What follows belongs to an exercise in optimizing a design on an open flow for small area, a short achievable clock period and few clock cycles per item; a production flow would make more cautious choices.
RTL that was checked went through simulation tests only; none was proved equivalent to the original.
Power is estimated from default activity; no workload was simulated.

==> run a: inputs <==
// breakpoint_address_table_unit
module breakpoint_address_table_unit (
   input  logic                   clock,
   input  logic                   reset,
   input  logic                   req_valid,
   output logic                   req_ready,
   input  logic [1:0]             req_operation,
   input  logic [bat_pkg::ADDR_W-1:0]      req_address,
   output logic                   rsp_valid,
   input  logic                   rsp_ready,
   output logic                   rsp_success,
   output logic [bat_pkg::COUNT_OUT_W-1:0] rsp_entry_count
);
   logic                            req_fire;
   logic                            pend_valid;
   logic                            res_valid;
   logic                            res_success;
   logic [bat_pkg::COUNT_OUT_W-1:0] res_count;
   logic [1:0]                      res_delta;
   bat_ctrl u_ctrl (
      .clock           (clock),
      .reset           (reset),
      .req_valid       (req_valid),
      .req_ready       (req_ready),
      .req_fire        (req_fire),
      .pend_valid      (pend_valid),
      .res_valid       (res_valid),
  ...
clock: 6.0 ns
lec_check: 0
cap_margin: 20
core_margin: 2
core_utilization: 65
cts_buf_list: sky130_fd_sc_hd__clkbuf_16
cts_cluster_diameter: 100
cts_cluster_size: 30
setup_slack_margin: 3.75
slew_margin: 20
standard.sh (not shown) runs the stock make flow with config.mk's settings and CLKGATE_MAP_FILE= SYNTH_SCRIPT=/design/flow/synth_recipe.tcl, a recipe that flattens the netlist after the stock synthesis.
==> flow/flow/run.sh <==
#!/bin/bash
set -euo pipefail
bash standard.sh "BUFFER_PORTS_ARGS=-buffer_cell sky130_fd_sc_hd__buf_2" finish > make_finish.log 2>&1
==> run b: changes against run a <==
==> flow/design.v (replaced) <==
package bat_pkg;
   localparam int TABLE_ENTRIES = 16;
   localparam int ADDR_W        = 32;
   localparam int COUNT_OUT_W   = 5;
   localparam int CNT_W         = $clog2(TABLE_ENTRIES + 1);
   typedef enum logic [1:0] {
      OP_CHECK  = 2'd0,
      OP_SET    = 2'd1,
      OP_DELETE = 2'd2,
      OP_CLEAR  = 2'd3
   } op_type;
endpackage
module bat_ctrl (
   input  logic        clock,
   input  logic        reset,
   input  logic        req_valid,
   output logic        req_ready,
   output logic        req_fire,
   input  logic        res_valid,    
   input  logic        res_success,
   input  logic [bat_pkg::COUNT_OUT_W-1:0] res_count,
   output logic        rsp_valid,
   input  logic        rsp_ready,
   output logic        rsp_success,
   output logic [bat_pkg::COUNT_OUT_W-1:0] rsp_entry_count
);
   localparam int RW = bat_pkg::COUNT_OUT_W + 1;
   logic [2:0]    qv_ff;             
   logic [RW-1:0] q_ff [3];
   logic [RW-1:0] res;
   logic          pop;
   assign res = {res_success, res_count};
   assign pop = qv_ff[0] && rsp_ready;
   logic          ready_ff;
   logic [2:0]    qv_in;
   assign req_ready = ready_ff;
   assign req_fire  = req_valid && ready_ff;
   assign rsp_valid       = qv_ff[0];
   assign rsp_success     = q_ff[0][RW-1];
   assign rsp_entry_count = q_ff[0][RW-2:0];
   logic [2:0]    qv_sh, qv_push;
   logic [RW-1:0] q_sh [3];
   always_comb begin
      qv_sh   = pop ? {1'b0, qv_ff[2:1]} : qv_ff;
      q_sh[0] = pop ? q_ff[1] : q_ff[0];
      q_sh[1] = pop ? q_ff[2] : q_ff[1];
      q_sh[2] = q_ff[2];
      qv_push = {3{res_valid}} & ~qv_sh & {qv_sh[1:0], 1'b1};
   end
   assign qv_in = qv_sh | qv_push;
   always_ff @(posedge clock) begin
      if (reset) begin
         qv_ff    <= '0;
         ready_ff <= 1'b1;
      end else begin
         qv_ff    <= qv_in;
         ready_ff <= !qv_in[2] && !(qv_in[1] && req_fire);
      end
   end
   always_ff @(posedge clock) begin
      for (int k = 0; k < 3; k++) begin
         q_ff[k] <= qv_sh[k] ? q_sh[k] : res;
      end
   end
endmodule
module bat_datapath (
   input  logic                            clock,
   input  logic                            reset,
   input  logic                            req_fire,
   input  logic [1:0]                      req_operation,
   input  logic [bat_pkg::ADDR_W-1:0]      req_address,
   output logic                            res_valid,
   output logic                            res_success,
   output logic [bat_pkg::COUNT_OUT_W-1:0] res_count
);
   localparam int N = bat_pkg::TABLE_ENTRIES;
   logic [bat_pkg::ADDR_W-1:0] addr_ff [N];
   logic [N-1:0]               valid_ff;
   logic [bat_pkg::CNT_W-1:0]  count_ff;
   logic                       v_ff;
   logic [1:0]                 op_ff;
   logic [bat_pkg::ADDR_W-1:0] key_ff;
   logic [N-1:0]               eq_ff;      
   logic                       fwd_ff;     
   logic [N-1:0]               ins_ff;     
   logic [N-1:0] eq_in;
   logic         fwd_in;
   logic [N-1:0] match, alloc, free_below;
   logic         hit, full, is_chk, is_set, is_del, is_clr, claim, drop;
   logic [N-1:0] valid_in;
   logic [bat_pkg::CNT_W-1:0] count_in;
   always_comb begin
      for (int i = 0; i < N; i++) begin
         eq_in[i] = (addr_ff[i] == req_address);
      end
      fwd_in = (key_ff == req_address);
   end
   always_ff @(posedge clock) begin
      if (reset) v_ff <= 1'b0;
      else       v_ff <= req_fire;
      op_ff  <= req_operation;
      key_ff <= req_address;
      eq_ff  <= eq_in;
      fwd_ff <= fwd_in;
   end
   always_comb begin
      is_chk = v_ff && (op_ff == bat_pkg::OP_CHECK);
      is_set = v_ff && (op_ff == bat_pkg::OP_SET);
      is_del = v_ff && (op_ff == bat_pkg::OP_DELETE);
      is_clr = v_ff && (op_ff == bat_pkg::OP_CLEAR);
      for (int i = 0; i < N; i++) begin
         match[i] = valid_ff[i] && (ins_ff[i] ? fwd_ff : eq_ff[i]);
      end
      hit  = |match;
      full = count_ff[bat_pkg::CNT_W-1];
      free_below[0] = 1'b0;
      for (int i = 1; i < N; i++) begin
         free_below[i] = free_below[i-1] || !valid_ff[i-1];
      end
      alloc = ~valid_ff & ~free_below;
      claim = is_set && !hit && !full;
      drop  = is_del && hit;
      for (int i = 0; i < N; i++) begin
         valid_in[i] = !is_clr && ((valid_ff[i] && !(is_del && match[i])) || (claim && alloc[i]));
      end
      if (is_clr)     count_in = '0;
      else if (claim) count_in = count_ff + bat_pkg::CNT_W'(1);
      else if (drop)  count_in = count_ff - bat_pkg::CNT_W'(1);
      else            count_in = count_ff;
      res_success = hit || is_clr || (is_set && !full);
   end
   assign res_valid = v_ff;
   assign res_count = bat_pkg::COUNT_OUT_W'(count_in);
   always_ff @(posedge clock) begin
      if (reset) begin
         valid_ff <= '0;
         count_ff <= '0;
      end else begin
         valid_ff <= valid_in;
         count_ff <= count_in;
      end
      ins_ff <= claim ? alloc : '0;
      for (int i = 0; i < N; i++) begin
         if (alloc[i]) addr_ff[i] <= key_ff;
      end
   end
endmodule
module breakpoint_address_table_unit (
   input  logic                   clock,
   input  logic                   reset,
   input  logic                   req_valid,
   output logic                   req_ready,
   input  logic [1:0]             req_operation,
   input  logic [bat_pkg::ADDR_W-1:0]      req_address,
   output logic                   rsp_valid,
   input  logic                   rsp_ready,
   output logic                   rsp_success,
   output logic [bat_pkg::COUNT_OUT_W-1:0] rsp_entry_count
);
   logic                            req_fire;
   logic                            res_valid;
   logic                            res_success;
   logic [bat_pkg::COUNT_OUT_W-1:0] res_count;
   bat_ctrl u_ctrl (
      .clock           (clock),
      .reset           (reset),
      .req_valid       (req_valid),
      .req_ready       (req_ready),
      .req_fire        (req_fire),
      .res_valid       (res_valid),
      .res_success     (res_success),
      .res_count       (res_count),
      .rsp_valid       (rsp_valid),
      .rsp_ready       (rsp_ready),
      .rsp_success     (rsp_success),
      .rsp_entry_count (rsp_entry_count)
   );
   bat_datapath u_datapath (
      .clock         (clock),
      .reset         (reset),
      .req_fire      (req_fire),
      .req_operation (req_operation),
      .req_address   (req_address),
      .res_valid     (res_valid),
      .res_success   (res_success),
      .res_count     (res_count)
   );
endmodule
==> flow/run.sh (new file) <==
#!/bin/bash
# synth_recipe.tcl (not shown) runs the flow's synth.tcl, then flattens the netlist and writes it again
# the make line also repeats each setting of config.mk as NAME=value (left out here)
make -C /OpenROAD-flow-scripts/flow DESIGN_CONFIG=/design/flow/config.mk WORK_HOME=/design/flow/orfs CLKGATE_MAP_FILE= SYNTH_SCRIPT=/design/flow/synth_recipe.tcl finish
CTS_BUF_LIST = sky130_fd_sc_hd__clkbuf_4 sky130_fd_sc_hd__clkbuf_8   (was sky130_fd_sc_hd__clkbuf_16)
CTS_CLUSTER_DIAMETER = unset   (was 100)
CTS_CLUSTER_SIZE = unset   (was 30)
SETUP_SLACK_MARGIN = 3.7   (was 3.75)
removed: flow/flow/run.sh
removed: flow/standard.sh
==> run c: changes against run a <==
==> flow/design.v (replaced) <==
package bat_pkg;
   localparam int TABLE_ENTRIES = 16;
   localparam int ADDR_W        = 32;
   localparam int COUNT_OUT_W   = 5;
   localparam int CNT_W         = $clog2(TABLE_ENTRIES + 1);
   typedef enum logic [1:0] {
      OP_CHECK  = 2'd0,
      OP_SET    = 2'd1,
      OP_DELETE = 2'd2,
      OP_CLEAR  = 2'd3
   } op_type;
endpackage
module bat_ctrl (
   input  logic        clock,
   input  logic        reset,
   input  logic        req_valid,
   output logic        req_ready,
   output logic        req_fire,
   input  logic        res_valid,    
   input  logic        res_success,
   input  logic [bat_pkg::COUNT_OUT_W-1:0] res_count,
   output logic        rsp_valid,
   input  logic        rsp_ready,
   output logic        rsp_success,
   output logic [bat_pkg::COUNT_OUT_W-1:0] rsp_entry_count
);
   localparam int RW = bat_pkg::COUNT_OUT_W + 1;
   logic [2:0]    qv_ff;             
   logic [RW-1:0] q_ff [3];
   logic [RW-1:0] res;
   logic          pop;
   assign res = {res_success, res_count};
   assign pop = qv_ff[0] && rsp_ready;
   logic          ready_ff;
   logic [2:0]    qv_in;
   assign req_ready = ready_ff;
   assign req_fire  = req_valid && ready_ff;
   assign rsp_valid       = qv_ff[0];
   assign rsp_success     = q_ff[0][RW-1];
   assign rsp_entry_count = q_ff[0][RW-2:0];
   logic [2:0]    qv_sh, qv_push;
   logic [RW-1:0] q_sh [3];
   always_comb begin
      qv_sh   = pop ? {1'b0, qv_ff[2:1]} : qv_ff;
      q_sh[0] = pop ? q_ff[1] : q_ff[0];
      q_sh[1] = pop ? q_ff[2] : q_ff[1];
      q_sh[2] = q_ff[2];
      qv_push = {3{res_valid}} & ~qv_sh & {qv_sh[1:0], 1'b1};
   end
   assign qv_in = qv_sh | qv_push;
   always_ff @(posedge clock) begin
      if (reset) begin
         qv_ff    <= '0;
         ready_ff <= 1'b1;
      end else begin
         qv_ff    <= qv_in;
         ready_ff <= !qv_in[2] && !(qv_in[1] && req_fire);
      end
   end
   always_ff @(posedge clock) begin
      for (int k = 0; k < 3; k++) begin
         q_ff[k] <= qv_sh[k] ? q_sh[k] : res;
      end
   end
endmodule
module bat_datapath (
   input  logic                            clock,
   input  logic                            reset,
   input  logic                            req_fire,
   input  logic [1:0]                      req_operation,
   input  logic [bat_pkg::ADDR_W-1:0]      req_address,
   output logic                            res_valid,
   output logic                            res_success,
   output logic [bat_pkg::COUNT_OUT_W-1:0] res_count
);
   localparam int N = bat_pkg::TABLE_ENTRIES;
   logic [bat_pkg::ADDR_W-1:0] addr_ff [N];
   logic [N-1:0]               valid_ff;
   logic [bat_pkg::CNT_W-1:0]  count_ff;
   logic                       v_ff;
   logic [1:0]                 op_ff;
   logic [bat_pkg::ADDR_W-1:0] key_ff;
   logic [N-1:0]               eq_ff;      
   logic [N-1:0] eq_in;
   logic         fwd;
   logic [N-1:0] match, alloc, free_below;
   logic         hit, full, is_chk, is_set, is_del, is_clr, claim, drop;
   logic [N-1:0] valid_in;
   logic [bat_pkg::CNT_W-1:0] count_in;
   always_comb begin
      fwd = (key_ff == req_address);
      for (int i = 0; i < N; i++) begin
         eq_in[i] = alloc[i] ? fwd : (addr_ff[i] == req_address);
      end
   end
   always_ff @(posedge clock) begin
      if (reset) v_ff <= 1'b0;
      else       v_ff <= req_fire;
      op_ff  <= req_operation;
      key_ff <= req_address;
      eq_ff  <= eq_in;
   end
   always_comb begin
      is_chk = v_ff && (op_ff == bat_pkg::OP_CHECK);
      is_set = v_ff && (op_ff == bat_pkg::OP_SET);
      is_del = v_ff && (op_ff == bat_pkg::OP_DELETE);
      is_clr = v_ff && (op_ff == bat_pkg::OP_CLEAR);
      for (int i = 0; i < N; i++) begin
         match[i] = valid_ff[i] && eq_ff[i];
      end
      hit  = |match;
      full = count_ff[bat_pkg::CNT_W-1];
      free_below[0] = 1'b0;
      for (int i = 1; i < N; i++) begin
         free_below[i] = free_below[i-1] || !valid_ff[i-1];
      end
      alloc = ~valid_ff & ~free_below;
      claim = is_set && !hit && !full;
      drop  = is_del && hit;
      for (int i = 0; i < N; i++) begin
         valid_in[i] = !is_clr && ((valid_ff[i] && !(is_del && match[i])) || (claim && alloc[i]));
      end
      if (is_clr)     count_in = '0;
      else if (claim) count_in = count_ff + bat_pkg::CNT_W'(1);
      else if (drop)  count_in = count_ff - bat_pkg::CNT_W'(1);
      else            count_in = count_ff;
      res_success = hit || is_clr || (is_set && !full);
   end
   assign res_valid = v_ff;
   assign res_count = bat_pkg::COUNT_OUT_W'(count_in);
   always_ff @(posedge clock) begin
      if (reset) begin
         valid_ff <= '0;
         count_ff <= '0;
      end else begin
         valid_ff <= valid_in;
         count_ff <= count_in;
      end
      for (int i = 0; i < N; i++) begin
         if (alloc[i]) addr_ff[i] <= key_ff;
      end
   end
endmodule
module breakpoint_address_table_unit (
   input  logic                   clock,
   input  logic                   reset,
   input  logic                   req_valid,
   output logic                   req_ready,
   input  logic [1:0]             req_operation,
   input  logic [bat_pkg::ADDR_W-1:0]      req_address,
   output logic                   rsp_valid,
   input  logic                   rsp_ready,
   output logic                   rsp_success,
   output logic [bat_pkg::COUNT_OUT_W-1:0] rsp_entry_count
);
   logic                            req_fire;
   logic                            res_valid;
   logic                            res_success;
   logic [bat_pkg::COUNT_OUT_W-1:0] res_count;
   bat_ctrl u_ctrl (
      .clock           (clock),
      .reset           (reset),
      .req_valid       (req_valid),
      .req_ready       (req_ready),
      .req_fire        (req_fire),
      .res_valid       (res_valid),
      .res_success     (res_success),
      .res_count       (res_count),
      .rsp_valid       (rsp_valid),
      .rsp_ready       (rsp_ready),
      .rsp_success     (rsp_success),
      .rsp_entry_count (rsp_entry_count)
   );
   bat_datapath u_datapath (
      .clock         (clock),
      .reset         (reset),
      .req_fire      (req_fire),
      .req_operation (req_operation),
      .req_address   (req_address),
      .res_valid     (res_valid),
      .res_success   (res_success),
      .res_count     (res_count)
   );
endmodule
==> flow/run.sh (new file) <==
#!/bin/bash
# synth_recipe.tcl (not shown) runs the flow's synth.tcl, then flattens the netlist and writes it again
# the make line also repeats each setting of config.mk as NAME=value (left out here)
make -C /OpenROAD-flow-scripts/flow DESIGN_CONFIG=/design/flow/config.mk WORK_HOME=/design/flow/orfs CLKGATE_MAP_FILE= SYNTH_SCRIPT=/design/flow/synth_recipe.tcl finish
CTS_BUF_LIST = sky130_fd_sc_hd__clkbuf_4 sky130_fd_sc_hd__clkbuf_8   (was sky130_fd_sc_hd__clkbuf_16)
CTS_CLUSTER_DIAMETER = unset   (was 100)
CTS_CLUSTER_SIZE = unset   (was 30)
SETUP_SLACK_MARGIN = 3.7   (was 3.75)
removed: flow/flow/run.sh
removed: flow/standard.sh
==> notes.md <==
The lowest sequential power belongs to run c, the highest to run a. Global-route usage, lowest first: run a, run b, run c. Against run c, the critical path depth of run b is lower by 7. First-iteration DRC count, lowest first: run b, run a, run c. Power, lowest first: run a, run c, run b. In count of clock-buffer cells in the layout, run c and run b do not differ.
==> figures <==
metric                                                     run c       run a       run b
Final layout net count                                     1,885       1,804       1,888
Area share of the largest cell type after synthesis        64.2%       61.6%       62.9%
Power density normalized to cell area                 296 nW/µm²  266 nW/µm²  300 nW/µm²
Drt via density                                             6.29        6.46        6.26
Required time of the critical path                       6.60 ns     4.80 ns     4.80 ns
Multi-input gates                                            914         937         936
Total number of vias                                      15,300      14,800      15,300
Count of flip-flops and latches                              606         639         623
Clock distribution area overhead in the final layout       6.50%       2.51%       6.75%
Result of the run                       timing/DRC/antenna clean  timing/DRC/antenna clean  timing/DRC/antenna clean
Synth Area per Inst                                     15.5 µm²    15.5 µm²    15.4 µm²
Layout clock buffers                                         161          25         161
First-pass GRT wire length                            107,000 µm  102,000 µm  105,000 µm
Testbench counts of run c, summed over its fixed seeds: cycles 6,008, items 6,000.
Function not checked in run a and run b: the RTL went through the layout flow alone.

-- afterwards: timing with drivers on the ports --
In the flow no input, the clock included, has a driving cell. The finished layouts below were timed again as built, in two steps. Step 1 (the two cells are an assumption about what drives the block):
set clk [get_ports {clock}]
set_driving_cell -lib_cell sky130_fd_sc_hd__clkbuf_16 $clk
set_driving_cell -lib_cell sky130_fd_sc_hd__buf_2 [delete_from_list [all_inputs] $clk]
Step 2, shift: input delay + t, output delay - t, t = (earliest + latest rising clock arrival at the registers) / 2. This alone moves slack from input paths to output paths. Slacks: ideal ports / drivers / drivers and shift; pairs: ideal ports / drivers.
run | shift t [ns] | slack for setup (ns) | hold WS [ns]
run a | 0.649 | 3.638 / 3.579 / 3.328 | 0.341 / 0.341 / 0.341
run b | 0.712 | 3.624 / 3.573 / 2.966 | 0.471 / 0.471 / 0.471
run c | 0.714 | 3.523 / 3.543 / 2.829 | 0.423 / 0.423 / 0.423
After both steps setup and hold are still met in every run listed. The setup slack of run c, which loses most, moves by +0.020 ns with the drivers and by -0.694 ns with both steps.
